This design comes from an exercise in tuning for small area and a short achievable clock period on the open sky130 flow, not from production work.
Where RTL was checked, it was by simulation tests only, not by an equivalence proof against the original.
Function not checked in runs 4 to 6: the RTL went through the layout flow alone.
Power figures rest on the tool's default switching activity, not on a simulated workload.

==> flow/design.v <==
`default_nettype none
package s4rf_pkg;
  localparam int MAX_REQUEST = 4096;
  localparam int POS_W       = $clog2(MAX_REQUEST + 1);
  localparam int HEADER_LEN  = 8;
  localparam int NUM_RULES   = 6;
  localparam int RULE_W      = 38;
  localparam logic [7:0] CMD_CONNECT = 8'd1;
  localparam logic [7:0] CMD_BIND    = 8'd2;
  localparam logic [7:0] REPLY_GRANT  = 8'd90;
  localparam logic [7:0] REPLY_REJECT = 8'd91;
  localparam int REPLY_BEATS = 8;
  localparam int BEAT_W      = $clog2(REPLY_BEATS);
  localparam int              CFG_IDX_W     = 3;
  localparam int              CFG_DATA_W    = RULE_W;
  localparam logic [CFG_IDX_W-1:0] CFG_BIND_PORT = 3'd0;
  localparam int              CFG_RULE_BASE = 1;
  typedef struct packed {
    logic        valid;
    logic        kind_bind;
    logic [3:0]  wild;
    logic [31:0] addr;
  } rule_t;
  typedef struct packed {
    logic        granted;
    logic        is4a;
    logic        is_bind;
    logic [15:0] port;
    logic [31:0] addr;
  } reply_t;
endpackage
`default_nettype wire
`default_nettype none
module socks4a_request_filter (
  input  wire logic        clk,
  input  wire logic        rst_n,
  input  wire logic        in_valid,
  output logic             in_ready,
  input  wire logic [7:0]  in_req_byte,
  input  wire logic        in_end_of_request,
  output logic             out_valid,
  input  wire logic        out_ready,
  output logic [7:0]       out_reply_byte,
  output logic             out_reply_final,
  output logic             out_granted,
  output logic             out_is_socks4a,
  output logic             out_is_bind,
  input  wire logic        cfg_valid,
  output logic             cfg_ready,
  input  wire logic [2:0]  cfg_index,
  input  wire logic [37:0] cfg_data
);
  logic [5:0]  rv;             
  logic [5:0]  rk;             
  logic [3:0]  rw [6];         
  logic [31:0] ra [6];         
  logic [15:0] bp;             
  logic        bpf;            
  logic [12:0] pos;
  logic        c1, c2;         
  logic [15:0] port;
  logic [31:0] addr;
  logic [1:0]  nul;
  logic        g7;             
  logic        rvld;
  logic        last;           
  logic        rg, r4a, rb;
  logic [15:0] rport;
  logic [31:0] raddr;
  assign cfg_ready = 1'b1;
  always_ff @(posedge clk) begin
    if (cfg_valid && cfg_index == 3'd0) bp <= cfg_data[15:0];
    if (!rst_n) bpf <= 1'b0;
    else if (cfg_valid && cfg_index == 3'd0) bpf <= 1'b1;
  end
  for (genvar i = 0; i < 6; i++) begin : g_rule
    always_ff @(posedge clk) begin
      if (cfg_valid && cfg_index == 3'(i + 1)) begin
        rk[i] <= cfg_data[36];
        rw[i] <= cfg_data[35:32];
        ra[i] <= cfg_data[31:0];
      end
      if (!rst_n) rv[i] <= 1'b0;
      else if (cfg_valid && cfg_index == 3'(i + 1)) rv[i] <= cfg_data[37];
    end
  end
  logic hdr;                   
  logic over;                  
  logic is1, is2, is3, is4, is5, is6, is7, ge7;
  assign hdr  = (pos[12:3] == 10'd0);
  assign over = pos[12];
  assign is1 = hdr && pos[2:0] == 3'd1;
  assign is2 = hdr && pos[2:0] == 3'd2;
  assign is3 = hdr && pos[2:0] == 3'd3;
  assign is4 = hdr && pos[2:0] == 3'd4;
  assign is5 = hdr && pos[2:0] == 3'd5;
  assign is6 = hdr && pos[2:0] == 3'd6;
  assign is7 = hdr && pos[2:0] == 3'd7;
  assign ge7 = !hdr || pos[2:0] == 3'd7;
  logic out_take, out_last, in_take, in_end, reply_ok, load;
  assign out_take  = rvld && out_ready;
  assign out_last  = out_take && last;
  assign in_ready  = !rvld || out_last || !in_end_of_request;
  assign in_take   = in_valid && in_ready;
  assign in_end    = in_take && in_end_of_request;
  assign reply_ok  = ge7 && (c1 || c2);
  assign load      = in_end && reply_ok;
  always_ff @(posedge clk) begin
    if (is1) begin
      c1 <= (in_req_byte == 8'd1);
      c2 <= (in_req_byte == 8'd2);
    end
    if (is2) port[15:8]  <= in_req_byte;
    if (is3) port[7:0]   <= in_req_byte;
    if (is4) addr[31:24] <= in_req_byte;
    if (is5) addr[23:16] <= in_req_byte;
    if (is6) addr[15:8]  <= in_req_byte;
    if (is7) addr[7:0]   <= in_req_byte;
  end
  logic nul_byte;
  assign nul_byte = (in_req_byte == 8'd0) && !hdr && !over;
  always_ff @(posedge clk) begin
    if (!rst_n || in_end) begin
      pos <= '0;
      nul <= '0;
    end else if (in_take) begin
      if (!over) pos <= pos + 13'd1;
      if (nul_byte && nul != 2'd2) nul <= nul + 2'd1;
    end
  end
  logic [5:0] part, part_nx, hit;
  logic       none, g_in;
  for (genvar i = 0; i < 6; i++) begin : g_match
    assign part_nx[i] = rv[i] && (rk[i] ? c2 : c1) &&
                        (rw[i][0] || ra[i][31:24] == addr[31:24]) &&
                        (rw[i][1] || ra[i][23:16] == addr[23:16]) &&
                        (rw[i][2] || ra[i][15:8]  == in_req_byte);
    assign hit[i]     = part[i] && (rw[i][3] || ra[i][7:0] == in_req_byte);
  end
  assign none = !(|rv);
  assign g_in = (|hit) || none;
  always_ff @(posedge clk) begin
    if (is6) part <= part_nx;
  end
  always_ff @(posedge clk) begin
    if (is7) g7 <= g_in;
  end
  logic rep_en;
  assign rep_en = !rvld || out_last;
  always_ff @(posedge clk) begin
    if (rep_en) begin
      rg    <= is7 ? g_in : g7;
      r4a   <= (nul == 2'd2) || (nul == 2'd1 && nul_byte);
      rb    <= c2;
      rport <= port;
      raddr <= {addr[31:8], is7 ? in_req_byte : addr[7:0]};
    end
  end
  logic [7:0]  bt;
  logic [7:0]  ob, nb;
  logic [15:0] bpv;
  assign bpv  = bpf ? bp : 16'd0;
  assign last = bt[7];
  assign nb = ({8{bt[0]}} & {7'b0101101, !rg}) |
              ({8{bt[1]}} & (rb ? bpv[15:8] : rport[15:8])) |
              ({8{bt[2]}} & (rb ? bpv[7:0]  : rport[7:0])) |
              ({8{bt[3] && !rb}} & raddr[31:24]) |
              ({8{bt[4] && !rb}} & raddr[23:16]) |
              ({8{bt[5] && !rb}} & raddr[15:8]) |
              ({8{bt[6] && !rb}} & raddr[7:0]);
  always_ff @(posedge clk) begin
    if (!rst_n) begin
      rvld <= 1'b0;
      bt   <= 8'd1;
      ob   <= '0;
    end else begin
      rvld <= load || (rvld && !out_last);
      if (out_take) begin
        bt <= {bt[6:0], bt[7]};
        ob <= nb;
      end
    end
  end
  assign out_valid       = rvld;
  assign out_reply_byte  = ob;
  assign out_reply_final = last;
  assign out_granted     = rg;
  assign out_is_socks4a  = r4a;
  assign out_is_bind     = rb;
endmodule
`default_nettype wire
==> flow/flow/run.sh <==
#!/bin/bash
# The standard layout (the standard.sh: standard synthesis, floorplan,
# placement, CTS, routing), with two changes:
#  - the port buffers that global placement inserts on every input and output
#    are sky130_fd_sc_hd__buf_2 instead of the delay-buffer cell that
#    buffer_ports picks on its own;
#  - clock tree synthesis uses larger sink clusters and no dummy loads.
set -uo pipefail
bash standard.sh "BUFFER_PORTS_ARGS=-buffer_cell sky130_fd_sc_hd__buf_2" \
  "CTS_ARGS=-sink_clustering_enable -repair_clock_nets -dont_use_dummy_load -buf_list sky130_fd_sc_hd__clkbuf_8 -sink_clustering_size 20 -sink_clustering_max_diameter 60" \
  finish > standard.log 2>&1
==> flow/standard.sh <==
#!/bin/bash
# synth_recipe.tcl (not shown) runs the flow's synth.tcl, then flattens the netlist and writes it again
# the make line also repeats each setting of config.mk as NAME=value (left out here)
make -C /OpenROAD-flow-scripts/flow DESIGN_CONFIG=/design/flow/config.mk WORK_HOME=/design/flow/orfs CLKGATE_MAP_FILE= SYNTH_SCRIPT=/design/flow/synth_recipe.tcl "${@:-finish}"
==> flow/config.mk <==
export PLATFORM = sky130hd
export DESIGN_NAME = socks4a_request_filter
export DESIGN_NICKNAME = socks4a_request_filter
export VERILOG_FILES = /design/flow/design.v
export SDC_FILE = /design/flow/constraint.sdc
export NUM_CORES = 4
export LEC_CHECK = 0
export CAP_MARGIN = 10
export CORE_MARGIN = 2
export CORE_UTILIZATION = 40
export PLACE_DENSITY = 0.6
export SETUP_SLACK_MARGIN = 2.3
export SLEW_MARGIN = 10
==> flow/constraint.sdc <==
create_clock -name core_clock -period 4.5 [get_ports {clk}]
set_input_delay 0.9000 -clock core_clock [delete_from_list [all_inputs] [get_ports {clk}]]
set_output_delay 0.9000 -clock core_clock [all_outputs]
set_load 0.01 [all_outputs]
==> flow_metrics.env, run 1 <==
export IMPL_run_status="no timing/DRC/antenna violations"
export IMPL_report_final_slew_viol_count=0
export IMPL_crit_chain="buf_8, a21boi_4, nand2_1, buf_2"
export IMPL_synth_top_area_share_pct=67.3
export IMPL_dpl_cell_count=1454
export IMPL_area_growth_pct=8.97
export IMPL_synth_area_leader_cell="edfxtp_1"
export IMPL_p_leak_nw=5.50
export IMPL_synthArstFlopShare_pct=0
export IMPL_first_pass_iters=5
export IMPL_grt_pass1_wl_um=50400
export IMPL_drive_above_1_share_pct=13.9
export IMPL_h_tree_depth=1
export IMPL_numCtsBuffers=28
export IMPL_antenna_cells=0
export IMPL_finalHoldViolations=0
export IMPL_fin_crit_ps=2230
export IMPL_max_vdd_ir_drop_uv=262
export IMPL_clock_sink_count=385
export IMPL_rows=71
export IMPL_synth_area_leaders="edfxtp_1, xor2_1, dfxtp_1"
export IMPL_die_x_um=198
export IMPL_layout_nets=1081
export IMPL_grt_pass1_vias=7803
export IMPL_hold_buffers=0
export IMPL_die_area_um2=39200
export IMPL_ys_seq_area_share_pct=73.7
export IMPL_start_kind="input pin"
export IMPL_drc=0
export IMPL_port_buffers=68
export IMPL_criticalPathCategory="in2out"
export IMPL_setup_tns_ps=0
export IMPL_finClkSkew_ps=38.8
export IMPL_grt_setup_unrepaired="true"
export IMPL_synth_cells=956
export IMPL_grt_overflow=0
export IMPL_synth_common_cells="edfxtp_1, xor2_1, nor4_1, a21oi_1, dfxtp_1"
export IMPL_coreArea_um2=37300
export IMPL_yosys_warnings=3
export IMPL_synth_distinct_cells=44
export IMPL_synth_compound_area_share_pct=5.60
export IMPL_cp_required_ps=3600
export IMPL_cp_max_fo=2
export IMPL_yosys_register_bits=385
export IMPL_synth_edf_count=337
export IMPL_path_buf_inv=2
export IMPL_grt_use_total_pct=17.8
export IMPL_drt_iter0_drc=733
export IMPL_boundaryPins=70
export IMPL_max_freq_mhz=448
export IMPL_root_buffer="clkbuf_8"
export IMPL_hpwl_um=23400
export IMPL_vias=7974
export IMPL_wl_per_cell_um=23.2
export IMPL_avgSynthCellArea_um2=15.7
export IMPL_slowest_delay_ps=140
export IMPL_r2r_slack_ps=2390
export IMPL_synth_simple_area_share_pct=5.66
export IMPL_grt_max_degree=52
export IMPL_synthXorXnorAreaFrac_pct=11.8
export IMPL_place_gp_congestion=0.806
export IMPL_relSlewSlack_pct=22.4
export IMPL_worst_slew_pin_slew_ps=1160
export IMPL_wl_um=34600
export IMPL_antenna_found_initial=0
export IMPL_yosysMostFrequentCell="edfxtp_1"
export IMPL_drt_antenna_violating_nets=0
export IMPL_cp_arrival_ps=1330
export IMPL_synth_top_family_by_area="XOR/XNOR gates"
export IMPL_cts_buffer_depth=3
export IMPL_endpoint_kind="output port"
export IMPL_die_height_um=198
export IMPL_cap_violations=0
export IMPL_hold_path_class="reg2reg"
export IMPL_cts_tree="done"
export IMPL_synthAdderAreaFrac_pct=0.665
export IMPL_setup_viol=0
export IMPL_syn_num_nets=1019
export IMPL_synthMuxAreaShare_pct=0.807
export IMPL_fin_crit_sh_pct=49.7
export IMPL_powerDensity_nw_per_um2=362
export IMPL_slowest_stage="a21boi_4"
export IMPL_fin_cells=1490
export IMPL_syn_area_um2=15000
export IMPL_synth_ff_type="edfxtp_1"
export IMPL_path_delay_family="buffers and inverters"
export IMPL_clk_latency_ps=600
export IMPL_avgViaCountPerCell=5.35
export IMPL_clkSlewWorstSetupHoldPaths_ps=120
export IMPL_start_util_pct=40.3
==> per-stage QoR <==
stage,util (%),area (µm²),worst slack (ps),total power [mW],hold WS [ps]
final,43.9,16400,2270,5.94,415
after global routing,43.9,16400,2220,6.14,420
after CTS,43.7,16300,2240,5.98,418
after detailed placement,42.6,15900,1660,4.44,405
after global placement,42.6,15900,1730,4.43,400
after floorplan,-,15200,1950,4.28,400
==> layer usage <==
layer / up-vias / global-route usage (%) / share of wire [%]
li1: 3638 / - / -
met3: 45 / 2.50 / 5.6
met1: 4056 / 25.7 / 46
met2: 235 / 28.9 / 47
met5: - / 0 / 0
met4: 0 / 3.65 / 1.9
==> path summary, 6_finish.rpt <==
check | startpoint | to | cells past startpoint
worst min register to register | addr[10]$_DFFE_PP_ | raddr[10]$_DFFE_PP_ | 0
worst max register to register | rb$_DFFE_PP_ | ob[5]$_SDFFE_PN0N_ | 5
worst min-delay path | addr[10]$_DFFE_PP_ | raddr[10]$_DFFE_PP_ | 0
worst max-delay path | out_ready | in_ready | 4
==> power by group <==
part	internal, mW	switching, mW	total (mW)
combinational	0.104	0.209	0.313
sequential	3.98	0.0601	4.04
clock	0.557	1.03	1.58
==> worst register-to-register path, stage by stage, from the launching register on <==
cell and delay (ps):
edfxtp_1 500, buf_4 220, and2_1 370, a22o_1 300
a221oi_1 460, a211oi_1 130
==> sequential cells by signal, indices dropped and copies added, names as in the netlist, 13 cells and up <==
register,count
ra,192
addr,32
raddr,32
rw,24
bp,16
port,16
rport,16
pos,13
==> layout make-up <==
| type | count | area [µm²] |
|---|---|---|
| well taps | 474 | 593 |
| flip-flops and latches | 385 | 11100 |
| multi-input cells | 508 | 3800 |
| inverters | 12 | 48.8 |
| clock buffers | 28 | 385 |
| repair buffers | 83 | 477 |
| fillers | 3374 | 20900 |
==> cells in the final DEF, fill, tap and decap left out, drive strengths merged, types with 2 or more instances in the layout <==
| cell | synthesis | final |
|---|---|---|
| nor2 | 41 | 41 |
| buf | 19 | 82 |
| nor4 | 52 | 52 |
| nand2b | 11 | 11 |
| edfxtp | 337 | 337 |
| xnor2 | 14 | 14 |
| ha | 8 | 8 |
| a22o | 16 | 16 |
| a211oi | 5 | 5 |
| and3 | 8 | 8 |
| a221oi | 6 | 6 |
| a21oi | 48 | 48 |
| nand4 | 8 | 8 |
| mux2i | 2 | 2 |
| a41o | 7 | 7 |
| xor2 | 189 | 189 |
| and4 | 2 | 2 |
| dfxtp | 48 | 48 |
| inv | 11 | 10 |
| mux2 | 9 | 9 |
| clkbuf | 32 | 29 |
| o211ai | 7 | 7 |
| o21ai | 10 | 10 |
| a31oi | 5 | 5 |
| nand2 | 29 | 29 |
| and2 | 4 | 4 |
| nor3 | 3 | 3 |
| a22oi | 15 | 15 |
==> logic make-up (layout without fill, tap and decap cells) <==
| family | count (synthesis) | after routing |
|---|---|---|
| flops | 385 | 385 |
| xor+xnor | 203 | 203 |
| simple gates | 160 | 160 |
| compound gates | 125 | 125 |
| buf+inv | 63 | 123 |
| mux | 11 | 11 |
| fa+ha+maj | 8 | 8 |
| other cells | 1 | 1 |
==> what timing repair did <==
| item | CTS | global route |
|---|---|---|
| buffers inserted | 3 | 5 |
| pin swaps | 0 | 3 |
| setup endpoints to repair | 13 | 6 |
| resized for setup | 4 | 14 |
| hold endpoints to repair | 0 | 0 |
==> inputs of run 2 (changes only) <==
--- a/flow/flow/run.sh
+++ b/flow/flow/run.sh
@@ -9,3 +9,3 @@
 bash standard.sh "BUFFER_PORTS_ARGS=-buffer_cell sky130_fd_sc_hd__buf_2" \
-  "CTS_ARGS=-sink_clustering_enable -repair_clock_nets -dont_use_dummy_load -buf_list sky130_fd_sc_hd__clkbuf_8 -sink_clustering_size 20 -sink_clustering_max_diameter 60" \
+  "CTS_ARGS=-sink_clustering_enable -repair_clock_nets -dont_use_dummy_load -buf_list sky130_fd_sc_hd__clkbuf_4 -sink_clustering_size 10 -sink_clustering_max_diameter 40" \
   finish > standard.log 2>&1
==> flow_metrics.env, run 2 <==
export IMPL_run_status="no timing/DRC/antenna violations"
export IMPL_top_register="ra"
export IMPL_hold_path_class="reg2reg"
export IMPL_antenna_found_initial=2
export IMPL_endpoint_kind="output port"
export IMPL_drc=0
export IMPL_powerDensity_nw_per_um2=360
export IMPL_start_util_pct=40.3
export IMPL_yosysMostFrequentCell="edfxtp_1"
export IMPL_cp_required_ps=3600
export IMPL_synth_ff_type="edfxtp_1"
export IMPL_r2r_slack_ps=2420
export IMPL_cts_buffer_depth=3
export IMPL_timing_rr_end="part[3]$_DFFE_PP_"
export IMPL_slowest_delay_ps=500
export IMPL_drt_antenna_violating_nets=0
export IMPL_numCtsBuffers=51
export IMPL_synth_common_cells="edfxtp_1, xor2_1, nor4_1, a21oi_1, dfxtp_1"
export IMPL_path_buf_inv=1
export IMPL_path_delay_family="flip-flops"
export IMPL_reg_largest_list="ra: 192 flops, addr: 32 flops, raddr: 32 flops"
export IMPL_p_leak_nw=5.62
export IMPL_relSlewSlack_pct=21.6
export IMPL_root_buffer="clkbuf_4"
export IMPL_setup_tns_ps=0
export IMPL_min_delay_path_depth=0
export IMPL_die_height_um=198
export IMPL_wl_um=35000
export IMPL_timing_rr_start="addr[20]$_DFFE_PP_"
export IMPL_crit_chain="buf_2"
export IMPL_grt_pass1_wl_um=51300
export IMPL_fin_crit_sh_pct=51.5
export IMPL_synthArstFlopShare_pct=0
export IMPL_utilization_pct=44.3
export IMPL_fin_crit_ps=2320
export IMPL_clkSlewWorstSetupHoldPaths_ps=110
export IMPL_first_pass_iters=4
export IMPL_cp_max_fo=3
export IMPL_slowest_stage="edfxtp_1"
export IMPL_finClkSkew_ps=101
export IMPL_hpwl_um=23400
export IMPL_synth_area_leaders="edfxtp_1, xor2_1, dfxtp_1"
export IMPL_avgSynthCellArea_um2=15.7
export IMPL_yosys_warnings=3
export IMPL_start_kind="register"
export IMPL_rows=71
export IMPL_grt_overflow=0
export IMPL_boundaryPins=70
export IMPL_layout_common_cells="edfxtp_1, xor2_1, buf_2"
export IMPL_setup_viol=0
export IMPL_grt_max_degree=52
export IMPL_syn_num_nets=1019
export IMPL_synth_distinct_cells=44
export IMPL_finalHoldViolations=0
export IMPL_wl_per_cell_um=22.9
export IMPL_layout_nets=1121
export IMPL_totalPowerFinal_mw=5.95
export IMPL_synth_area_leader_cell="edfxtp_1"
export IMPL_drt_iter0_drc=698
export IMPL_num_fill_cells=3388
export IMPL_placed_area_um2=15900
export IMPL_hp_start="addr[11]$_DFFE_PP_"
export IMPL_die_area_um2=39200
export IMPL_area_growth_pct=9.92
export IMPL_max_freq_mhz=432
export IMPL_synth_top_area_share_pct=67.3
export IMPL_max_vdd_ir_drop_uv=199
export IMPL_largest_reg_flops=192
export IMPL_ys_seq_area_share_pct=73.7
export IMPL_hold_end="raddr[11]$_DFFE_PP_"
export IMPL_avgViaCountPerCell=5.31
export IMPL_grt_setup_unrepaired="true"
export IMPL_coreArea_um2=37300
export IMPL_grt_pass1_vias=7992
export IMPL_cts_tree="done"
export IMPL_synth_cells=956
export IMPL_synth_edf_count=337
export IMPL_cap_violations=0
export IMPL_drive_above_1_share_pct=17.1
export IMPL_vias=8126
export IMPL_grt_use_total_pct=18.2
export IMPL_r2r_cells=4
export IMPL_port_buffers=68
export IMPL_design_area_um2=16500
export IMPL_layout_commonest_cell="edfxtp_1"
export IMPL_worstSetupStartpoint="rb$_DFFE_PP_"
export IMPL_report_final_slew_viol_count=0
export IMPL_h_tree_depth=2
export IMPL_yosys_register_bits=385
export IMPL_clock_sink_count=385
export IMPL_syn_area_um2=15000
export IMPL_hold_buffers=0
export IMPL_criticalPathCategory="reg2out"
export IMPL_hold_ws_ps=414
export IMPL_place_gp_congestion=0.806
export IMPL_cp_arrival_ps=1420
export IMPL_worst_slew_pin_slew_ps=1170
export IMPL_die_x_um=198
export IMPL_clk_latency_ps=730
## run 2: cell counts after synthesis
Identical to the previous run, type by type.
## run 2: timing repair
item,4_1_cts,5_1_grt
gates cloned,0,0
resized for setup,6,4
pin swaps,2,0
endpoints found under the setup margin,13,10
buffers inserted,4,21
## run 2: power by group
group | switching, mW | internal (mW) | leakage [nW]
sequential | 0.0555 | 3.98 | 3.52
clock | 1.07 | 0.519 | 0.235
combinational | 0.215 | 0.109 | 1.87
total | 1.34 | 4.61 | 5.62
## run 2: worst max path at each step
| stage | endpoint | slack [ps] | cells past startpoint |
|---|---|---|---|
| 6_report | out_is_bind | 2180 | 1 |
| 5_1_grt | in_ready | 2080 | 3 |
| 4_1_cts | out_is_bind | 2140 | 1 |
| 3_5_place_dp | rg$_DFFE_PP_ | 1660 | 6 |
| 3_3_place_gp | rg$_DFFE_PP_ | 1730 | 6 |
| 2_1_floorplan | ra[0][0]$_DFFE_PP_ | 1950 | 2 |
## run 2: metrics by stage
stage          cells  worst slack, ps
2_1_floorplan    956             1950
3_3_place_gp    1454             1730
3_5_place_dp    1454             1660
4_1_cts         1509             2140
5_1_grt         1531             2080
6_report        1531             2180
## run 2: final cells by class
type	instances	area [µm²]	area share [%]
sequential	385	11100	67.0
multi-input combinational	508	3800	23.0
timing repair buffer	100	624	3.78
tap	474	593	3.59
clock buffer	51	383	2.32
inverter	12	48.8	0.295
antenna	1	2.50	0.0151
## run 2: routing by layer
metal	global-route usage (%)	part of all wire (%)	vias to the layer above	wire, µm
li1	-	-	3735	-
met1	25.7	45	4068	15800
met2	29.0	47	265	16300
met3	3.34	6.3	58	2200
met4	5.18	2.0	0	712
met5	0	0	-	0
## run 2: cell families after synthesis
| family | count (synthesis) | share of synthesized area, % |
|---|---|---|
| flip-flops | 385 | 73.7 |
| buffers and inverters | 63 | 1.76 |
| AND/OR/NAND/NOR | 160 | 5.66 |
| adder cells (fa/ha/maj) | 8 | 0.665 |
| other | 1 | 0.0249 |
| multiplexers | 11 | 0.807 |
| XOR/XNOR | 203 | 11.8 |
| AO/OA/AOI/OAI | 125 | 5.60 |
==> inputs of run 3 (changes only) <==
--- a/flow/flow/run.sh
+++ b/flow/flow/run.sh
@@ -9,3 +9,3 @@
 bash standard.sh "BUFFER_PORTS_ARGS=-buffer_cell sky130_fd_sc_hd__buf_2" \
-  "CTS_ARGS=-sink_clustering_enable -repair_clock_nets -dont_use_dummy_load -buf_list sky130_fd_sc_hd__clkbuf_4 -sink_clustering_size 10 -sink_clustering_max_diameter 40" \
+  "CTS_ARGS=-sink_clustering_enable -repair_clock_nets -dont_use_dummy_load -buf_list sky130_fd_sc_hd__clkbuf_8 -sink_clustering_size 16 -sink_clustering_max_diameter 50" \
   finish > standard.log 2>&1
--- a/flow/config.mk
+++ b/flow/config.mk
@@ -9,4 +9,4 @@
 export CORE_MARGIN = 2
-export CORE_UTILIZATION = 40
-export PLACE_DENSITY = 0.6
+export CORE_UTILIZATION = 45
+export PLACE_DENSITY = 0.65
 export SETUP_SLACK_MARGIN = 2.3
==> flow_metrics.env, run 3 <==
export IMPL_run_status="no timing/DRC/antenna violations"
export IMPL_setup_viol=0
export IMPL_synth_ff_type="edfxtp_1"
export IMPL_avgViaCountPerCell=5.43
export IMPL_clkSlewWorstSetupHoldPaths_ps=90
export IMPL_fin_cells=1463
export IMPL_design_area_um2=16400
export IMPL_p_leak_nw=5.53
export IMPL_report_final_slew_viol_count=0
export IMPL_timing_rr_end="rg$_DFFE_PP_"
export IMPL_synth_top_family_by_area="XOR/XNOR gates"
export IMPL_cts_tree="done"
export IMPL_wl_per_cell_um=23.3
export IMPL_min_delay_path_depth=0
export IMPL_clock_sink_count=385
export IMPL_synth_compound_area_share_pct=5.60
export IMPL_layout_common_cells="edfxtp_1, xor2_1, buf_2"
export IMPL_hold_path_class="reg2reg"
export IMPL_synth_distinct_cells=44
export IMPL_wl_um=34100
export IMPL_synth_common_cells="edfxtp_1, xor2_1, nor4_1, a21oi_1, dfxtp_1"
export IMPL_area_growth_pct=9.17
export IMPL_grt_use_total_pct=19.1
export IMPL_synthAdderAreaFrac_pct=0.665
export IMPL_start_util_pct=46.0
export IMPL_cp_max_fo=21
export IMPL_numCtsBuffers=36
export IMPL_r2r_cells=5
export IMPL_h_tree_depth=2
export IMPL_max_vdd_ir_drop_uv=250
export IMPL_drt_antenna_violating_nets=0
export IMPL_synthXorXnorAreaFrac_pct=11.8
export IMPL_hp_start="addr[13]$_DFFE_PP_"
export IMPL_grt_overflow=0
export IMPL_max_freq_mhz=443
export IMPL_synthArstFlopShare_pct=0
export IMPL_drive_above_1_share_pct=14.1
export IMPL_cap_violations=0
export IMPL_synth_edf_count=337
export IMPL_yosys_warnings=3
export IMPL_worst_slew_pin_slew_ps=1210
export IMPL_reg_largest_list="ra: 192 flops, addr: 32 flops, raddr: 32 flops"
export IMPL_coreArea_um2=32700
export IMPL_dp_slack_ps=1640
export IMPL_hold_ws_ps=400
export IMPL_port_buffers=68
export IMPL_placed_area_um2=15800
export IMPL_layout_commonest_cell="edfxtp_1"
export IMPL_fin_crit_sh_pct=50.2
export IMPL_rows=66
export IMPL_synth_simple_area_share_pct=5.66
export IMPL_fin_crit_ps=2260
export IMPL_finalHoldViolations=0
export IMPL_grt_pass1_vias=7832
export IMPL_vias=7939
export IMPL_boundaryPins=70
export IMPL_top_register="ra"
export IMPL_powerDensity_nw_per_um2=374
export IMPL_antenna_cells=0
export IMPL_synth_area_leader_cell="edfxtp_1"
export IMPL_grt_setup_unrepaired="true"
export IMPL_relSlewSlack_pct=19.0
export IMPL_synth_top_area_share_pct=67.3
export IMPL_largest_reg_flops=192
export IMPL_finClkSkew_ps=59.1
export IMPL_die_area_um2=34900
export IMPL_die_height_um=187
export IMPL_grt_max_degree=52
export IMPL_setup_tns_ps=0
export IMPL_root_buffer="clkbuf_8"
export IMPL_start_kind="input pin"
export IMPL_endpoint_kind="register"
export IMPL_place_gp_congestion=0.811
export IMPL_layout_nets=1086
export IMPL_cp_arrival_ps=2510
export IMPL_cp_required_ps=4750
export IMPL_criticalPathCategory="in2reg"
export IMPL_synth_area_leaders="edfxtp_1, xor2_1, dfxtp_1"
export IMPL_drc=0
export IMPL_drt_iter0_drc=734
export IMPL_synthMuxAreaShare_pct=0.807
export IMPL_yosysMostFrequentCell="edfxtp_1"
export IMPL_dpl_cell_count=1418
export IMPL_die_x_um=187
export IMPL_hold_end="raddr[13]$_DFFE_PP_"
export IMPL_antenna_found_initial=0
export IMPL_clk_latency_ps=570
export IMPL_first_pass_iters=9
export IMPL_synth_cells=956
export IMPL_syn_area_um2=15000
export IMPL_syn_num_nets=1019
export IMPL_hold_buffers=0
export IMPL_yosys_register_bits=385
export IMPL_r2r_slack_ps=2440
export IMPL_finalWorstSetupSlack_ps=2240
export IMPL_avgSynthCellArea_um2=15.7
export IMPL_grt_pass1_wl_um=49500
export IMPL_ys_seq_area_share_pct=73.7
export IMPL_timing_rr_start="pos[12]$_SDFFE_PP0N_"
export IMPL_hpwl_um=22000
export IMPL_cts_buffer_depth=3
## run 3: kinds of logic after synthesis
family / count (synthesis)
muxes: 11
other: 1
and+or+nand+nor: 160
buffers and inverters: 63
adders and majority gates: 8
AOI/OAI and AO/OA: 125
DFF: 385
xor gates and xnor gates: 203
## run 3: worst max path at each step
stage                    startpoint             endpoint  slack, ps  depth (start not counted)
6_report             in_req_byte[0]         rg$_DFFE_PP_       2240                          6
5_1_grt              in_req_byte[0]         rg$_DFFE_PP_       2170                          6
4_1_cts        pos[12]$_SDFFE_PP0N_         rg$_DFFE_PP_       2210                          5
3_5_place_dp         in_req_byte[0]         rg$_DFFE_PP_       1640                          6
3_3_place_gp              out_ready  rport[11]$_DFFE_PP_       1680                          3
2_1_floorplan          cfg_index[2]   ra[0][0]$_DFFE_PP_       1950                          2
## run 3: cell type report
type | count | area [µm²]
tap | 442 | 553
inverter | 12 | 48.8
multi-input combinational | 511 | 3810
timing repair buffer | 76 | 425
clock buffer | 36 | 495
sequential | 385 | 11100
fill | 2783 | 16300
timing repair inverter | 1 | 7.51
## run 3: power breakdown
group / internal, mW / switching (mW)
Combinational: 0.102 / 0.209
Sequential: 3.98 / 0.0575
Clock: 0.717 / 1.07
## run 3: metrics by stage
step,total power [mW],utilization (%)
floorplan,4.28,-
global placement,4.42,48.4
detailed placement,4.43,48.4
CTS,6.18,50.0
global route,6.34,50.2
finish,6.14,50.2
## run 3: repair_timing
item	4_1_cts	5_1_grt
pin swaps	1	5
setup endpoints to repair	69	129
resized for setup	2	12
hold endpoints to repair	0	0
cloned	0	4
setup buffers	3	2
## run 3: per-layer routing
layer | up-vias | GRT usage (%) | part of all wire, %
met5 | - | 0 | 0
met2 | 258 | 30.1 | 47
met1 | 3968 | 27.2 | 44
met4 | 0 | 6.01 | 2.6
li1 | 3651 | - | -
met3 | 62 | 3.38 | 6.2
## run 3: critical path: stages
cell,delay (ps)
buf_2,490
xor2_1,210
nor4_1,70
a41o_1,250
a222oi_1,370
a32oi_1,190
==> inputs of run 4 (changes only) <==
--- a/flow/design.v
+++ b/flow/design.v
@@ -65,2 +65,3 @@
   logic        rvld;
+  logic        bsy;            
   logic        last;           
@@ -102,3 +103,3 @@
   assign out_last  = out_take && last;
-  assign in_ready  = !rvld || out_last || !in_end_of_request;
+  assign in_ready  = !(in_end_of_request && (bsy || (last && !out_ready)));
   assign in_take   = in_valid && in_ready;
@@ -135,5 +136,6 @@
                         (rw[i][0] || ra[i][31:24] == addr[31:24]) &&
-                        (rw[i][1] || ra[i][23:16] == addr[23:16]) &&
-                        (rw[i][2] || ra[i][15:8]  == in_req_byte);
-    assign hit[i]     = part[i] && (rw[i][3] || ra[i][7:0] == in_req_byte);
+                        (rw[i][1] || ra[i][23:16] == addr[23:16]);
+    assign hit[i]     = part[i] &&
+                        (rw[i][2] || ra[i][15:8] == addr[15:8]) &&
+                        (rw[i][3] || ra[i][7:0]  == in_req_byte);
   end
@@ -173,2 +175,3 @@
       rvld <= 1'b0;
+      bsy  <= 1'b0;
       bt   <= 8'd1;
@@ -177,2 +180,3 @@
       rvld <= load || (rvld && !out_last);
+      bsy  <= load || (bsy && !(out_take && bt[6]));
       if (out_take) begin
--- a/flow/config.mk
+++ b/flow/config.mk
@@ -7,7 +7,7 @@
 export LEC_CHECK = 0
-export CAP_MARGIN = 10
+export CAP_MARGIN = 20
 export CORE_MARGIN = 2
-export CORE_UTILIZATION = 45
-export PLACE_DENSITY = 0.65
+export CORE_UTILIZATION = 40
+export PLACE_DENSITY = 0.6
 export SETUP_SLACK_MARGIN = 2.3
-export SLEW_MARGIN = 10
+export SLEW_MARGIN = 20
==> flow_metrics.env, run 4 <==
export IMPL_reg_largest_list="ra: 192 flops, addr: 32 flops, raddr: 32 flops"
export IMPL_grt_use_total_pct=18.2
export IMPL_cts_tree="done"
export IMPL_finalWorstSetupSlack_ps=2210
export IMPL_grt_pass1_wl_um=51800
export IMPL_max_vdd_ir_drop_uv=267
export IMPL_fin_crit_ps=2290
export IMPL_wl_per_cell_um=22.5
export IMPL_drt_antenna_violating_nets=0
export IMPL_synth_common_cells="edfxtp_1, xor2_1, dfxtp_1, nor4_1"
export IMPL_dpl_cell_count=1506
export IMPL_yosys_warnings=3
export IMPL_layout_commonest_cell="edfxtp_1"
export IMPL_layout_common_cells="edfxtp_1, xor2_1, buf_2"
export IMPL_vias=8044
export IMPL_largest_reg_flops=192
export IMPL_ys_seq_area_share_pct=72.9
export IMPL_fin_crit_sh_pct=50.9
export IMPL_crit_chain="buf_6, nor2b_4, o21a_2, inv_2, buf_6"
export IMPL_drc=0
export IMPL_coreArea_um2=37600
export IMPL_synth_edf_count=337
export IMPL_cp_arrival_ps=1390
export IMPL_synth_distinct_cells=53
export IMPL_p_leak_nw=5.81
export IMPL_syn_num_nets=1036
export IMPL_avgViaCountPerCell=5.09
export IMPL_hold_path_class="reg2reg"
export IMPL_slowest_delay_ps=140
export IMPL_area_growth_pct=11.7
export IMPL_top_register="ra"
export IMPL_fin_cells=1581
export IMPL_grt_max_degree=39
export IMPL_yosysMostFrequentCell="edfxtp_1"
export IMPL_antenna_found_initial=6
export IMPL_synth_area_leaders="edfxtp_1, xor2_1, dfxtp_1"
export IMPL_hpwl_um=23700
export IMPL_design_area_um2=17000
export IMPL_cts_buffer_depth=3
export IMPL_cp_required_ps=3600
export IMPL_wl_um=35600
export IMPL_drt_iter0_drc=653
export IMPL_die_area_um2=39700
export IMPL_root_buffer="clkbuf_8"
export IMPL_boundaryPins=70
export IMPL_avgSynthCellArea_um2=15.7
export IMPL_grt_overflow=0
export IMPL_die_height_um=199
export IMPL_grt_pass1_vias=7960
export IMPL_clk_latency_ps=590
export IMPL_synth_cells=973
export IMPL_setup_tns_ps=0
export IMPL_place_gp_congestion=0.827
export IMPL_worst_slew_pin_slew_ps=1050
export IMPL_max_freq_mhz=437
export IMPL_finalHoldViolations=0
export IMPL_relSlewSlack_pct=29.9
export IMPL_run_status="no timing/DRC/antenna violations"
export IMPL_finClkSkew_ps=109
export IMPL_setup_viol=0
export IMPL_first_pass_iters=8
export IMPL_endpoint_kind="output port"
export IMPL_start_util_pct=40.5
export IMPL_numCtsBuffers=37
export IMPL_grt_setup_unrepaired="true"
export IMPL_layout_nets=1133
export IMPL_yosys_register_bits=386
export IMPL_r2r_slack_ps=2440
export IMPL_cp_max_fo=2
export IMPL_rows=71
export IMPL_hold_buffers=0
export IMPL_synthArstFlopShare_pct=0
export IMPL_worst_path_most_repeated_cell="buf_6"
export IMPL_totalPowerFinal_mw=6.11
export IMPL_dp_slack_ps=1730
export IMPL_report_final_slew_viol_count=0
export IMPL_start_kind="input pin"
export IMPL_hold_ws_ps=413
export IMPL_synth_ff_type="edfxtp_1"
export IMPL_synth_top_area_share_pct=66.4
export IMPL_placed_area_um2=16100
export IMPL_slowest_stage="o21a_2"
export IMPL_drive_above_1_share_pct=17.4
export IMPL_powerDensity_nw_per_um2=360
export IMPL_clkSlewWorstSetupHoldPaths_ps=70
export IMPL_syn_area_um2=15200
export IMPL_clock_sink_count=386
export IMPL_port_buffers=68
export IMPL_h_tree_depth=2
export IMPL_die_x_um=199
export IMPL_cap_violations=0
export IMPL_criticalPathCategory="in2out"
export IMPL_synth_area_leader_cell="edfxtp_1"
export IMPL_utilization_pct=45.3
[run 4: final timing paths]
check | start | end | cells after the start
max reg2reg | bt[7]$_SDFFE_PN0P_ | pos[10]$_SDFFE_PP0P_ | 13
min reg2reg | port[6]$_DFFE_PP_ | rport[6]$_DFFE_PN_ | 0
max | out_ready | in_ready | 5
min | port[6]$_DFFE_PP_ | rport[6]$_DFFE_PN_ | 0
[run 4: cells by family after synthesis]
| family | synth area share (%) |
|---|---|
| xor gates and xnor gates | 11.6 |
| muxes | 0.986 |
| adders and majority gates | 0.657 |
| other | 0.0246 |
| buffers and inverters | 2.19 |
| and+or+nand+nor | 6.61 |
| AOI/OAI and AO/OA | 5.03 |
| DFF | 72.9 |
[run 4: metal layers]
metal | vias up | wire (µm) | GRT usage (%)
met4 | 4 | 723 | 4.28
met3 | 51 | 1880 | 3.21
li1 | 3757 | - | -
met1 | 4031 | 16100 | 25.2
met5 | - | 20 | 0
met2 | 201 | 16900 | 29.8
[run 4: cell type report]
class | instances | area (µm²)
repair buffers | 107 | 779
inverters | 18 | 67.6
multi-input cells | 520 | 3910
diodes | 2 | 5.00
clock buffers | 37 | 509
fillers | 3290 | 20600
flip-flops and latches | 386 | 11100
well taps | 511 | 639
[run 4: worst max-delay path: cells and delay by family]
family | cells | cell delay (ps)
and+or+nand+nor | 1 | 90
buffers and inverters | 3 | 250
AOI/OAI and AO/OA | 1 | 140
[run 4: timing repair]
action,in CTS,in global routing
endpoints found under the hold margin,0,0
setup endpoints to repair,14,33
gates resized for setup,9,4
setup buffers,20,10
cloned,2,1
pin swaps,2,2
[run 4: where the power goes]
group / internal (mW) / leakage [nW] / switching [mW]
combinational: 0.0968 / 2.01 / 0.182
clock: 0.736 / 0.266 / 1.06
sequential: 3.98 / 3.53 / 0.0553
==> inputs of run 5 (changes only) <==
--- a/flow/design.v
+++ b/flow/design.v
@@ -104,3 +104,3 @@
   assign in_ready  = !(in_end_of_request && (bsy || (last && !out_ready)));
-  assign in_take   = in_valid && in_ready;
+  assign in_take   = in_valid && (!rvld || out_last || !in_end_of_request);
   assign in_end    = in_take && in_end_of_request;
==> flow_metrics.env, run 5 <==
export IMPL_run_status="no timing/DRC/antenna violations"
export IMPL_grt_max_degree=53
export IMPL_port_buffers=68
export IMPL_synthXorXnorAreaFrac_pct=11.7
export IMPL_yosys_warnings=3
export IMPL_start_util_pct=40.6
export IMPL_synth_edf_count=337
export IMPL_root_buffer="clkbuf_8"
export IMPL_drc=0
export IMPL_setup_viol=0
export IMPL_slowest_stage="buf_2"
export IMPL_area_growth_pct=11.2
export IMPL_path_buf_inv=2
export IMPL_yosys_register_bits=386
export IMPL_h_tree_depth=2
export IMPL_cp_required_ps=3600
export IMPL_max_vdd_ir_drop_uv=247
export IMPL_reg_largest_list="ra: 192 flops, addr: 32 flops, raddr: 32 flops"
export IMPL_min_delay_path_depth=0
export IMPL_setup_tns_ps=0
export IMPL_clock_sink_count=386
export IMPL_fin_cells=1585
export IMPL_die_height_um=199
export IMPL_top_register="ra"
export IMPL_r2r_slack_ps=2430
export IMPL_synthAdderAreaFrac_pct=0.656
export IMPL_powerDensity_nw_per_um2=364
export IMPL_drt_iter0_drc=595
export IMPL_slowest_delay_ps=140
export IMPL_clk_latency_ps=580
export IMPL_fin_crit_sh_pct=48.5
export IMPL_antenna_cells=0
export IMPL_path_delay_family="buffers and inverters"
export IMPL_synth_common_cells="edfxtp_1, xor2_1, dfxtp_1, nor4_1, nand2_1"
export IMPL_drt_antenna_violating_nets=0
export IMPL_criticalPathCategory="in2out"
export IMPL_boundaryPins=70
export IMPL_relSlewSlack_pct=49.1
export IMPL_place_gp_congestion=0.781
export IMPL_syn_area_um2=15300
export IMPL_synth_compound_area_share_pct=5.31
export IMPL_hpwl_um=22100
export IMPL_synth_top_area_share_pct=66.3
export IMPL_fin_crit_ps=2180
export IMPL_report_final_slew_viol_count=0
export IMPL_first_pass_iters=5
export IMPL_hold_path_class="reg2reg"
export IMPL_clkSlewWorstSetupHoldPaths_ps=60
export IMPL_max_freq_mhz=458
export IMPL_rows=71
export IMPL_synth_ff_type="edfxtp_1"
export IMPL_largest_reg_flops=192
export IMPL_synthMuxAreaShare_pct=0.918
export IMPL_crit_chain="buf_8, nor2b_1, o21ai_1, buf_2"
export IMPL_die_area_um2=39700
export IMPL_avgViaCountPerCell=5.06
export IMPL_cts_buffer_depth=3
export IMPL_antenna_found_initial=2
export IMPL_layout_commonest_cell="edfxtp_1"
export IMPL_synth_area_leaders="edfxtp_1, xor2_1, dfxtp_1"
export IMPL_dpl_cell_count=1527
export IMPL_grt_setup_unrepaired="true"
export IMPL_grt_overflow=0
export IMPL_layout_common_cells="edfxtp_1, xor2_1, buf_2"
export IMPL_synth_area_leader_cell="edfxtp_1"
export IMPL_grt_pass1_vias=7932
export IMPL_design_area_um2=17000
export IMPL_hold_end="rport[8]$_DFFE_PP_"
export IMPL_synth_simple_area_share_pct=6.35
export IMPL_hp_start="port[8]$_DFFE_PP_"
export IMPL_placed_area_um2=16100
export IMPL_endpoint_kind="output port"
export IMPL_synth_top_family_by_area="XOR/XNOR gates"
export IMPL_num_fill_cells=3326
export IMPL_drive_above_1_share_pct=15.5
export IMPL_grt_pass1_wl_um=49600
export IMPL_grt_use_total_pct=17.3
export IMPL_r2r_cells=6
export IMPL_worst_slew_pin_slew_ps=764
export IMPL_ys_seq_area_share_pct=72.7
export IMPL_start_kind="input pin"
export IMPL_totalPowerFinal_mw=6.18
export IMPL_finClkSkew_ps=88.8
export IMPL_cap_violations=0
export IMPL_cts_tree="done"
export IMPL_wl_um=34100
export IMPL_synth_cells=993
export IMPL_wl_per_cell_um=21.5
export IMPL_p_leak_nw=5.87
export IMPL_die_x_um=199
export IMPL_finalHoldViolations=0
export IMPL_yosysMostFrequentCell="edfxtp_1"
export IMPL_layout_nets=1139
export IMPL_cp_max_fo=2
export IMPL_cp_arrival_ps=1280
export IMPL_coreArea_um2=37600
export IMPL_syn_num_nets=1056
export IMPL_timing_rr_start="addr[9]$_DFFE_PP_"
export IMPL_synth_distinct_cells=49
export IMPL_timing_rr_end="rg$_DFFE_PP_"
export IMPL_vias=8026
export IMPL_synthArstFlopShare_pct=0
export IMPL_avgSynthCellArea_um2=15.4
export IMPL_numCtsBuffers=38
-- run 5: changes by cell type after synthesis, sizes merged, moves of 8 or more --
cell | previous run | this run
o21ai | 18 | 27
nor3 | 17 | 9
nand3 | 14 | 3
a222oi | 9 | 0
a21oi | 32 | 42
nand2 | 32 | 47
-- run 5: how the worst max path moves through the flow --
stage / end / cells past startpoint / from / slack [ps]
final: in_ready / 4 / out_ready / 2320
after global routing: out_is_bind / 2 / rb$_DFFE_PP_ / 2290
after CTS: out_granted / 1 / rg$_DFFE_PP_ / 2300
after detailed placement: rv[2]$_SDFFE_PN0P_ / 5 / cfg_index[2] / 1790
after global placement: rg$_DFFE_PP_ / 7 / in_req_byte[1] / 1810
after floorplan: ra[0][0]$_DFFE_PP_ / 2 / cfg_index[2] / 1950
-- run 5: repair_timing --
action	in CTS	in global routing
hold buffers	0	0
gates resized for setup	8	8
cloned	0	2
pin swaps	1	1
setup endpoints to repair	17	20
buffers inserted	3	12
-- run 5: power breakdown --
| group | total [mW] | switching, mW | internal (mW) |
|---|---|---|---|
| combinational | 0.295 | 0.187 | 0.108 |
| sequential | 4.05 | 0.0569 | 3.99 |
| clock | 1.83 | 1.08 | 0.755 |
| total | 6.18 | 1.32 | 4.85 |
-- run 5: cell families after synthesis --
family / Yosys count
adders and majority gates: 8
muxes: 10
other: 1
xor gates and xnor gates: 203
DFF: 386
AOI/OAI and AO/OA: 128
and+or+nand+nor: 182
buffers and inverters: 75
-- run 5: per-layer routing --
layer,routed length [µm],vias to the layer above,track usage (%)
met2,16300,227,28.0
met1,14900,3975,23.6
met5,31,-,0
li1,-,3758,-
met4,936,4,5.89
met3,1920,62,3.21
-- run 5: final cells by class --
cell class / count / area (µm²) / share of cell area, %
clock buffers: 38 / 523 / 3.08
inverters: 24 / 93.8 / 0.553
multi-input cells: 532 / 3910 / 23.0
repair buffers: 94 / 697 / 4.11
well taps: 511 / 639 / 3.77
flip-flops and latches: 386 / 11100 / 65.5
-- run 5: metrics by stage --
| stage | utilization (%) | setup WS (ps) | hold slack, ps |
|---|---|---|---|
| 4_1_cts | 44.4 | 2300 | 396 |
| 6_report | 45.1 | 2320 | 395 |
| 5_1_grt | 45.1 | 2290 | 418 |
| 3_5_place_dp | 42.9 | 1790 | 405 |
| 3_3_place_gp | 42.8 | 1810 | 401 |
| 2_1_floorplan | - | 1950 | 400 |
-- run 5: worst register-to-register path: cells and delay by family, from the launching register on --
family | cells | cell delay (ps)
AOI/OAI and AO/OA | 3 | 800
and+or+nand+nor | 2 | 160
DFF | 1 | 670
xor gates and xnor gates | 1 | 200
==> inputs of run 6 (changes only) <==
--- a/flow/design.v
+++ b/flow/design.v
@@ -104,3 +104,3 @@
   assign in_ready  = !(in_end_of_request && (bsy || (last && !out_ready)));
-  assign in_take   = in_valid && (!rvld || out_last || !in_end_of_request);
+  assign in_take   = in_valid && in_ready;
   assign in_end    = in_take && in_end_of_request;
==> flow/flow/run.sh (replaced) <==
#!/bin/bash
# The standard layout (the standard.sh: standard synthesis, floorplan,
# placement, CTS, routing), with two changes:
#  - the port buffers that global placement inserts on every input and output
#    are sky130_fd_sc_hd__buf_4 instead of the delay-buffer cell that
#    buffer_ports picks on its own;
#  - clock tree synthesis uses larger sink clusters and no dummy loads.
set -uo pipefail
bash standard.sh "BUFFER_PORTS_ARGS=-buffer_cell sky130_fd_sc_hd__buf_4" \
  "CTS_ARGS=-sink_clustering_enable -repair_clock_nets -dont_use_dummy_load -buf_list sky130_fd_sc_hd__clkbuf_8 -sink_clustering_size 16 -sink_clustering_max_diameter 50" \
  finish > standard.log 2>&1
==> flow_metrics.env, run 6 <==
export IMPL_synthAdderAreaFrac_pct=0.657
export IMPL_run_status="no timing/DRC/antenna violations"
export IMPL_yosys_warnings=3
export IMPL_cp_required_ps=3600
export IMPL_clk_latency_ps=580
export IMPL_start_kind="input pin"
export IMPL_relSlewSlack_pct=32.9
export IMPL_clock_sink_count=386
export IMPL_start_util_pct=40.5
export IMPL_drc=0
export IMPL_fin_crit_sh_pct=50.9
export IMPL_layout_common_cells="edfxtp_1, xor2_1, buf_4"
export IMPL_drt_antenna_violating_nets=0
export IMPL_cap_violations=0
export IMPL_wl_per_cell_um=22.3
export IMPL_layout_commonest_cell="edfxtp_1"
export IMPL_largest_reg_flops=192
export IMPL_endpoint="in_ready"
export IMPL_drive_above_1_share_pct=15.8
export IMPL_cp_max_fo=2
export IMPL_slowest_stage="o21a_2"
export IMPL_cp_arrival_ps=1390
export IMPL_setup_tns_ps=0
export IMPL_grt_overflow=0
export IMPL_syn_area_um2=15200
export IMPL_setup_viol=0
export IMPL_grt_max_degree=39
export IMPL_worstSetupStartpoint="out_ready"
export IMPL_worst_slew_pin_slew_ps=1000
export IMPL_crit_chain="buf_8, nor2b_4, o21a_2, inv_2, buf_6"
export IMPL_grt_pass1_vias=7782
export IMPL_timing_rr_start="addr[24]$_DFFE_PP_"
export IMPL_synth_top_family_by_area="XOR/XNOR gates"
export IMPL_reg_largest_list="ra: 192 flops, addr: 32 flops, raddr: 32 flops"
export IMPL_criticalPathCategory="in2out"
export IMPL_synth_distinct_cells=53
export IMPL_grt_setup_unrepaired="true"
export IMPL_synthXorXnorAreaFrac_pct=11.6
export IMPL_synth_area_leaders="edfxtp_1, xor2_1, dfxtp_1"
export IMPL_ys_seq_area_share_pct=72.9
export IMPL_report_final_slew_viol_count=0
export IMPL_synth_simple_area_share_pct=6.61
export IMPL_num_fill_cells=3295
export IMPL_endpoint_kind="output port"
export IMPL_max_freq_mhz=437
export IMPL_hold_path_class="reg2reg"
export IMPL_root_buffer="clkbuf_8"
export IMPL_antenna_cells=0
export IMPL_synth_ff_type="edfxtp_1"
export IMPL_synth_edf_count=337
export IMPL_hpwl_um=23500
export IMPL_grt_use_total_pct=18.0
export IMPL_die_x_um=199
export IMPL_synth_common_cells="edfxtp_1, xor2_1, dfxtp_1, nor4_1"
export IMPL_avgSynthCellArea_um2=15.7
export IMPL_r2r_slack_ps=2430
export IMPL_clkSlewWorstSetupHoldPaths_ps=90
export IMPL_place_gp_congestion=0.780
export IMPL_synth_cells=973
export IMPL_die_area_um2=39700
export IMPL_layout_nets=1112
export IMPL_max_vdd_ir_drop_uv=212
export IMPL_totalPowerFinal_mw=6.12
export IMPL_synthMuxAreaShare_pct=0.986
export IMPL_boundaryPins=70
export IMPL_wl_um=34700
export IMPL_cts_tree="done"
export IMPL_finalHoldViolations=0
export IMPL_finClkSkew_ps=71.8
export IMPL_drt_iter0_drc=681
export IMPL_first_pass_iters=8
export IMPL_avgViaCountPerCell=5.08
export IMPL_synth_top_area_share_pct=66.4
export IMPL_synth_compound_area_share_pct=5.03
export IMPL_slowest_delay_ps=150
export IMPL_area_growth_pct=11.4
export IMPL_port_buffers=68
export IMPL_yosys_register_bits=386
export IMPL_syn_num_nets=1036
export IMPL_fin_crit_ps=2290
export IMPL_r2r_cells=4
export IMPL_synth_area_leader_cell="edfxtp_1"
export IMPL_coreArea_um2=37600
export IMPL_top_register="ra"
export IMPL_cts_buffer_depth=3
export IMPL_powerDensity_nw_per_um2=361
export IMPL_rows=71
export IMPL_p_leak_nw=5.74
export IMPL_grt_pass1_wl_um=51200
export IMPL_numCtsBuffers=37
export IMPL_die_height_um=199
export IMPL_h_tree_depth=2
export IMPL_synthArstFlopShare_pct=0
export IMPL_antenna_found_initial=1
export IMPL_timing_rr_end="part[0]$_DFFE_PP_"
export IMPL_yosysMostFrequentCell="edfxtp_1"
export IMPL_vias=7913
## run 6: cell types whose count changed after synthesis, sizes merged, moves of 4 or more
cell and change:
nor3 +8, buf -5, clkbuf +5, nand2 -15
o21ai -9, inv -6, a22oi -6, a21boi -4
nand3 +11, a21oi -10, a21o +5, a222oi +9
xnor2 +4, xor2 -5
## run 6: power by group
group	total [mW]	internal (mW)	switching [mW]
Sequential	4.04	3.98	0.0550
Clock	1.80	0.736	1.07
Combinational	0.280	0.104	0.176
Total	6.12	4.82	1.30
## run 6: what timing repair did
| action | in CTS | in global routing |
|---|---|---|
| endpoints found under the hold margin | 0 | 0 |
| setup endpoints to repair | 3 | 18 |
| pin swaps | 1 | 1 |
| buffers inserted | 11 | 2 |
| resized for setup | 7 | 1 |
| hold buffers | 0 | 0 |
## run 6: cells by family after synthesis
logic type / after synthesis
other: 1
buffers and inverters: 69
adder cells (fa/ha/maj): 8
AO/OA/AOI/OAI: 112
AND/OR/NAND/NOR: 184
multiplexers: 11
XOR/XNOR: 202
flip-flops: 386
## run 6: critical path: cells and delay by family
family	cells	cell delay (ps)
buffers and inverters	3	250
AOI/OAI and AO/OA	1	150
and+or+nand+nor	1	90
## run 6: stage by stage
step	utilization [%]	hold WS [ps]	area (µm²)	std cells	setup slack (ps)
floorplan	-	400	15300	973	2120
global placement	43.2	401	16200	1504	1860
detailed placement	43.2	405	16200	1505	1770
CTS	44.9	411	16900	1553	2200
global route	45.1	434	17000	1558	2200
finish	45.1	409	17000	1558	2210
## run 6: how the worst min path moves through the flow
stage / slack (ps) / endpoint / depth (start not counted) / from
2_1_floorplan: 400 / rport[0]$_DFFE_PN_ / 0 / port[0]$_DFFE_PP_
3_3_place_gp: 400 / rport[8]$_DFFE_PN_ / 0 / port[8]$_DFFE_PP_
3_5_place_dp: 400 / rport[6]$_DFFE_PN_ / 0 / port[6]$_DFFE_PP_
4_1_cts: 410 / rport[8]$_DFFE_PN_ / 0 / port[8]$_DFFE_PP_
5_1_grt: 430 / rport[8]$_DFFE_PN_ / 0 / port[8]$_DFFE_PP_
6_report: 410 / rport[8]$_DFFE_PN_ / 0 / port[8]$_DFFE_PP_
## run 6: layout make-up
type | instances | area (µm²) | area share, %
clock buffer | 37 | 509 | 3.00
sequential | 386 | 11100 | 65.5
timing repair buffer | 88 | 753 | 4.44
multi-input combinational | 518 | 3890 | 22.9
tap | 511 | 639 | 3.77
inverter | 18 | 67.6 | 0.398
## run 6: layer usage
metal	vias to the layer above	part of all wire, %	track usage, %
li1	3709	-	-
met1	3950	46	25.6
met2	204	47	28.0
met3	50	5.5	3.51
met4	0	2.3	5.25
met5	-	0	0

separate check: timing with driven ports:
The flow's constraints put no driver on any port. The routed layouts listed below were extracted and timed again, unchanged, in two steps. Step 1, drivers: a clkbuf_16 drives clk and a buf_2 each remaining input, both assumed. Step 2 adds t to the input delays and takes it off the output delays; t is the mean of the earliest and latest rising clock arrival at the registers after step 1. Input paths then give back, and output paths get back, about the clock's delay inside the block. a / b / c = no drivers / after step 1 / after step 2; a / b = the first two.
run	shift t [ns]	setup WS [ns]	worst register clock-pin slew, ns	pins driven straight from the clock port
run 1	0.625	2.265 / 2.228 / 1.716	0.12 / 0.12	1
run 2	0.718	2.183 / 2.143 / 1.725	0.11 / 0.11	1
run 3	0.578	2.241 / 2.229 / 1.685	0.10 / 0.10	1
run 4	0.585	2.210 / 2.180 / 1.841	0.10 / 0.10	1
run 5	0.583	2.318 / 2.277 / 1.854	0.10 / 0.10	1
run 6	0.589	2.209 / 2.171 / 1.786	0.10 / 0.10	1
After both steps setup and hold are still met in every run listed. The setup slack of run 3, which loses most, moves by -0.012 ns with the drivers and by -0.556 ns with both steps.
